This design comes from an exercise in tuning for small area and few clock cycles per item on the open sky130 flow, not from production work. RTL that was checked went through simulation tests only; none was proved equivalent to the original.

## red
// cplx_alu_sched
module cplx_alu_sched
#(
  parameter int WIDTH      = cplx_pkg::CPLX_WIDTH,
  parameter int NREQ       = cplx_pkg::CPLX_NREQ,
  parameter int FIFO_DEPTH = cplx_pkg::CPLX_FIFO_DEPTH
) (
  input  logic                              clk,
  input  logic                              rst_n,
  input  logic [NREQ-1:0]                   req_valid,
  output logic [NREQ-1:0]                   req_ready,
  input  logic [NREQ-1:0]                   req_op,
  input  logic [NREQ-1:0][WIDTH-1:0]        req_a_re,
  input  logic [NREQ-1:0][WIDTH-1:0]        req_a_im,
  input  logic [NREQ-1:0][WIDTH-1:0]        req_b_re,
  input  logic [NREQ-1:0][WIDTH-1:0]        req_b_im,
  output logic                              rsp_valid,
  input  logic                              rsp_ready,
  output logic [$clog2(NREQ)-1:0]           rsp_id,
  output logic                              rsp_op,
  output logic signed [2*WIDTH:0]           rsp_re,
  output logic signed [2*WIDTH:0]           rsp_im,
  output logic                              busy
);
Size in the first run: about 2,800 cells after synthesis.
==> module cplx_alu_sched, before the edit <==
module cplx_alu_sched
#(
  parameter int WIDTH      = cplx_pkg::CPLX_WIDTH,
  parameter int NREQ       = cplx_pkg::CPLX_NREQ,
  parameter int FIFO_DEPTH = cplx_pkg::CPLX_FIFO_DEPTH
) (
  input  logic                              clk,
  input  logic                              rst_n,
  input  logic [NREQ-1:0]                   req_valid,
  output logic [NREQ-1:0]                   req_ready,
  input  logic [NREQ-1:0]                   req_op,
  input  logic [NREQ-1:0][WIDTH-1:0]        req_a_re,
  input  logic [NREQ-1:0][WIDTH-1:0]        req_a_im,
  input  logic [NREQ-1:0][WIDTH-1:0]        req_b_re,
  input  logic [NREQ-1:0][WIDTH-1:0]        req_b_im,
  output logic                              rsp_valid,
  input  logic                              rsp_ready,
  output logic [$clog2(NREQ)-1:0]           rsp_id,
  output logic                              rsp_op,
  output logic signed [2*WIDTH:0]           rsp_re,
  output logic signed [2*WIDTH:0]           rsp_im,
  output logic                              busy
);
  localparam int IDW = $clog2(NREQ);
  localparam int RW  = 2*WIDTH + 1;
  logic                 pre_v_q, out_v_q;
  logic [IDW-1:0]       pre_id_q, out_id_q;
  logic signed [RW-1:0] pre_re_q;
  logic                 out_op_q;
  logic signed [RW-1:0] out_re_q, out_im_q;
  logic [IDW-1:0]       add_ptr_q, mul_ptr_q;
  logic [IDW-1:0]       nm_id_q;
  logic [NREQ-1:0]      add_req, mul_req, mul_left, taken;
  logic                 taken_found;
  logic [IDW-1:0]       taken_pick;
  logic                 add_found, mul_found;
  logic [IDW-1:0]       add_pick, mul_pick, mul_base, cand;
  logic                 can_load, load_mul, load_add, do_pre;
  logic [IDW-1:0]       mac_id;
  logic signed [RW-1:0] mac_res;
  logic signed [RW-1:0] add_re, add_im;
  always_comb begin
    add_req = req_valid & ~req_op;
    mul_req = req_valid & req_op;
    add_found = 1'b0;
    add_pick  = '0;
    for (int i = 1; i <= NREQ; i++) begin
      cand = add_ptr_q + IDW'(i);
      if (!add_found && add_req[cand]) begin
        add_found = 1'b1;
        add_pick  = cand;
      end
    end
    can_load = rst_n && (!out_v_q || rsp_ready);
    load_mul = can_load && pre_v_q;
    load_add = can_load && !pre_v_q && add_found;
    do_pre   = rst_n && !pre_v_q && mul_req[nm_id_q];
    mac_id   = pre_v_q ? pre_id_q : nm_id_q;
    req_ready = '0;
    if (load_mul) req_ready[pre_id_q] = 1'b1;
    if (load_add) req_ready[add_pick] = 1'b1;
    mul_left  = mul_req & ~req_ready;
    taken     = req_ready;
    mul_base  = do_pre ? nm_id_q : mul_ptr_q;
    mul_found = 1'b0;
    mul_pick  = '0;
    taken_found = 1'b0;
    taken_pick  = '0;
    for (int i = 1; i <= NREQ; i++) begin
      cand = mul_base + IDW'(i);
      if (!mul_found && mul_left[cand]) begin
        mul_found = 1'b1;
        mul_pick  = cand;
      end
      if (!taken_found && taken[cand]) begin
        taken_found = 1'b1;
        taken_pick  = cand;
      end
    end
    if (!mul_found && taken_found) mul_pick = taken_pick;
  end
  cplx_alu_core #(
    .WIDTH (WIDTH)
  ) u_core (
    .im_sel (pre_v_q),
    .a_re   (req_a_re[mac_id]),
    .a_im   (req_a_im[mac_id]),
    .b_re   (req_b_re[mac_id]),
    .b_im   (req_b_im[mac_id]),
    .res    (mac_res)
  );
  localparam int LO = (WIDTH + 2) / 2;
  function automatic logic signed [WIDTH:0] add_sum(input logic [WIDTH-1:0] a,
                                                   input logic [WIDTH-1:0] b);
    logic [WIDTH:0] ae, be, s0, s1;
    logic           c, c0, c1;
    ae = {a[WIDTH-1], a};
    be = {b[WIDTH-1], b};
    c  = 1'b0;
    for (int i = 0; i < LO; i++) begin
      s0[i] = ae[i] ^ be[i] ^ c;
      c     = (ae[i] & be[i]) | (ae[i] & c) | (be[i] & c);
    end
    s1 = s0;
    c0 = 1'b0;
    c1 = 1'b1;
    for (int i = LO; i <= WIDTH; i++) begin
      s0[i] = ae[i] ^ be[i] ^ c0;
      s1[i] = ae[i] ^ be[i] ^ c1;
      c0    = (ae[i] & be[i]) | (ae[i] & c0) | (be[i] & c0);
      c1    = (ae[i] & be[i]) | (ae[i] & c1) | (be[i] & c1);
    end
    add_sum = c ? s1 : s0;
  endfunction
  logic signed [WIDTH-1:0] add_a_re, add_a_im, add_b_re, add_b_im;
  assign add_a_re = req_a_re[add_pick];
  assign add_a_im = req_a_im[add_pick];
  assign add_b_re = req_b_re[add_pick];
  assign add_b_im = req_b_im[add_pick];
  assign add_re   = RW'(add_sum(add_a_re, add_b_re));
  assign add_im   = RW'(add_sum(add_a_im, add_b_im));
  always_ff @(posedge clk or negedge rst_n) begin
    if (!rst_n) begin
      pre_v_q   <= 1'b0;
      pre_id_q  <= '0;
      out_v_q   <= 1'b0;
      add_ptr_q <= IDW'(NREQ - 1);
      mul_ptr_q <= IDW'(NREQ - 1);
      nm_id_q   <= '0;
    end else begin
      if (can_load) out_v_q <= load_mul || load_add;
      if (load_add) add_ptr_q <= add_pick;
      if (load_mul) pre_v_q <= 1'b0;
      if (do_pre) begin
        pre_v_q   <= 1'b1;
        pre_id_q  <= nm_id_q;
        mul_ptr_q <= nm_id_q;
      end
      if (mul_found || taken_found) nm_id_q <= mul_pick;
    end
  end
  always_ff @(posedge clk) begin
    if (do_pre) pre_re_q <= mac_res;
    if (load_mul) begin
      out_id_q <= pre_id_q;
      out_op_q <= 1'b1;
      out_re_q <= pre_re_q;
      out_im_q <= mac_res;
    end else if (load_add) begin
      out_id_q <= add_pick;
      out_op_q <= 1'b0;
      out_re_q <= add_re;
      out_im_q <= add_im;
    end
  end
  assign rsp_valid = out_v_q;
  assign rsp_id    = out_id_q;
  assign rsp_op    = out_op_q;
  assign rsp_re    = out_re_q;
  assign rsp_im    = out_im_q;
  assign busy      = out_v_q;
endmodule
Settings: LEC_CHECK=0, ABC_AREA=1, CAP_MARGIN=20, CORE_MARGIN=2, CORE_UTILIZATION=60, PLACE_DENSITY=0.75, SLEW_MARGIN=20; clock period 10.0 ns.
standard.sh (not shown) runs the stock make flow with config.mk's settings and CLKGATE_MAP_FILE= SYNTH_SCRIPT=/design/flow/synth_recipe.tcl, a recipe that flattens the netlist after the stock synthesis.
==> flow/flow/run.sh <==
#!/bin/bash
# The standard layout, with the port buffers that global placement inserts made
# sky130_fd_sc_hd__buf_1 instead of the tool's default pick; every port still gets one.
set -euo pipefail
export BUFFER_PORTS_ARGS="-buffer_cell sky130_fd_sc_hd__buf_1"
bash standard.sh finish > standard.log 2>&1
Testbench counts of red, summed over its fixed seeds: cycles 3,828, items 3,200.
The following lists how blue was set up differently from red:
--- a/flow/design.v
+++ b/flow/design.v
@@ -1008,11 +1008,12 @@
   localparam int IDW = $clog2(NREQ);
   localparam int RW  = 2*WIDTH + 1;
   logic                 pre_v_q, out_v_q;
   logic [IDW-1:0]       pre_id_q, out_id_q;
-  logic signed [RW-1:0] pre_re_q;
+  logic signed [2*WIDTH-1:0] pre_re_q;
   logic                 out_op_q;
-  logic signed [RW-1:0] out_re_q, out_im_q;
+  logic signed [2*WIDTH-1:0] out_re_q;
+  logic signed [RW-1:0] out_im_q;
   logic [IDW-1:0]       add_ptr_q, mul_ptr_q;
   logic [IDW-1:0]       nm_id_q;
   logic [NREQ-1:0]      add_req, mul_req, mul_left, taken;
   logic                 taken_found;
@@ -1123,24 +1124,24 @@
       if (mul_found || taken_found) nm_id_q <= mul_pick;
     end
   end
   always_ff @(posedge clk) begin
-    if (do_pre) pre_re_q <= mac_res;
+    if (do_pre) pre_re_q <= mac_res[2*WIDTH-1:0];
     if (load_mul) begin
       out_id_q <= pre_id_q;
       out_op_q <= 1'b1;
       out_re_q <= pre_re_q;
       out_im_q <= mac_res;
     end else if (load_add) begin
       out_id_q <= add_pick;
       out_op_q <= 1'b0;
-      out_re_q <= add_re;
+      out_re_q <= add_re[2*WIDTH-1:0];
       out_im_q <= add_im;
     end
   end
   assign rsp_valid = out_v_q;
   assign rsp_id    = out_id_q;
   assign rsp_op    = out_op_q;
-  assign rsp_re    = out_re_q;
+  assign rsp_re    = RW'(out_re_q);
   assign rsp_im    = out_im_q;
   assign busy      = out_v_q;
 endmodule
Findings:
- On minimum setup slack in the final design: blue sits above red.
- On initial standard-cell utilization of the core, blue and red are neck and neck.
- Relative to red, routed length on met3 has gone down in blue.
- Synthesized cell count, blue vs red: up slightly
Function not checked in blue: the RTL went through the layout flow alone.

---

Starting RTL as in the previous note.
clock: 10.0 ns
lec_check: 0
abc_area: 1
cap_margin: 5
core_margin: 2
core_utilization: 60
cts_buf_list: sky130_fd_sc_hd__clkbuf_4 sky130_fd_sc_hd__clkbuf_8
place_density: 0.75
slew_margin: 5
Scripts as last shown in full above: flow/flow/run.sh
The first run finished clean.
Testbench counts at the start, summed over its fixed seeds: cycles 3,828, items 3,200.
Then changed:
--- a/flow/design.v
+++ b/flow/design.v
@@ -1010,7 +1010,8 @@
   logic                 pre_v_q, out_v_q;
   logic [IDW-1:0]       pre_id_q, out_id_q;
-  logic signed [RW-1:0] pre_re_q;
+  logic signed [2*WIDTH-1:0] pre_re_q;
   logic                 out_op_q;
-  logic signed [RW-1:0] out_re_q, out_im_q;
+  logic signed [2*WIDTH-1:0] out_re_q;
+  logic signed [RW-1:0] out_im_q;
   logic [IDW-1:0]       add_ptr_q, mul_ptr_q;
   logic [IDW-1:0]       nm_id_q;
@@ -1125,5 +1126,5 @@
   end
   always_ff @(posedge clk) begin
-    if (do_pre) pre_re_q <= mac_res;
+    if (do_pre) pre_re_q <= mac_res[2*WIDTH-1:0];
     if (load_mul) begin
       out_id_q <= pre_id_q;
@@ -1134,5 +1135,5 @@
       out_id_q <= add_pick;
       out_op_q <= 1'b0;
-      out_re_q <= add_re;
+      out_re_q <= add_re[2*WIDTH-1:0];
       out_im_q <= add_im;
     end
@@ -1141,5 +1142,5 @@
   assign rsp_id    = out_id_q;
   assign rsp_op    = out_op_q;
-  assign rsp_re    = out_re_q;
+  assign rsp_re    = RW'(out_re_q);
   assign rsp_im    = out_im_q;
   assign busy      = out_v_q;
Worst setup slack gets better by 0.25 ns.
Sequential cell count went down by 2.
Count of clock-buffer cells in the layout stays the same.
Wire length falls by about 3.3%.
Design area is higher by 0.59%.
Global-route usage shrinks by 0.99 points.
The RTL of the second run of this note was laid out without a check of its function.

-- afterwards: timing with drivers on the ports --
How much do the figures lean on ideal ports? The routed layouts below were timed once more, with nothing changed but the port constraints.
Step 1: set_driving_cell puts a clkbuf_16 on clk and a buf_2 on each other input, an assumption about the parent block.
Step 2 times the ports against the registers' clock, not the clock port: input delays grow and output delays shrink by t, the midpoint of the rising clock arrivals with the driver on.
Slacks: no drivers / after step 1 / after step 2; pairs: no drivers / after step 1.
| run | t, ns | slack for setup (ns) | worst slew at a driven data input, ns | cell pins on the clock port's net |
|---|---|---|---|---|
| red | 0.391 | 0.603 / 0.599 / 0.208 | 0.09 | 1 |
| blue | 0.400 | 0.806 / 0.825 / 0.425 | 0.07 | 1 |
| the first run of note 2 | 0.410 | 0.631 / 0.619 / 0.208 | 0.10 | 1 |
| the second run of note 2 | 0.414 | 0.876 / 0.888 / 0.474 | 0.07 | 1 |
After both steps setup and hold are still met in every run listed. The setup slack of the first run of note 2, which loses most, moves by -0.012 ns with the drivers and by -0.423 ns with both steps.
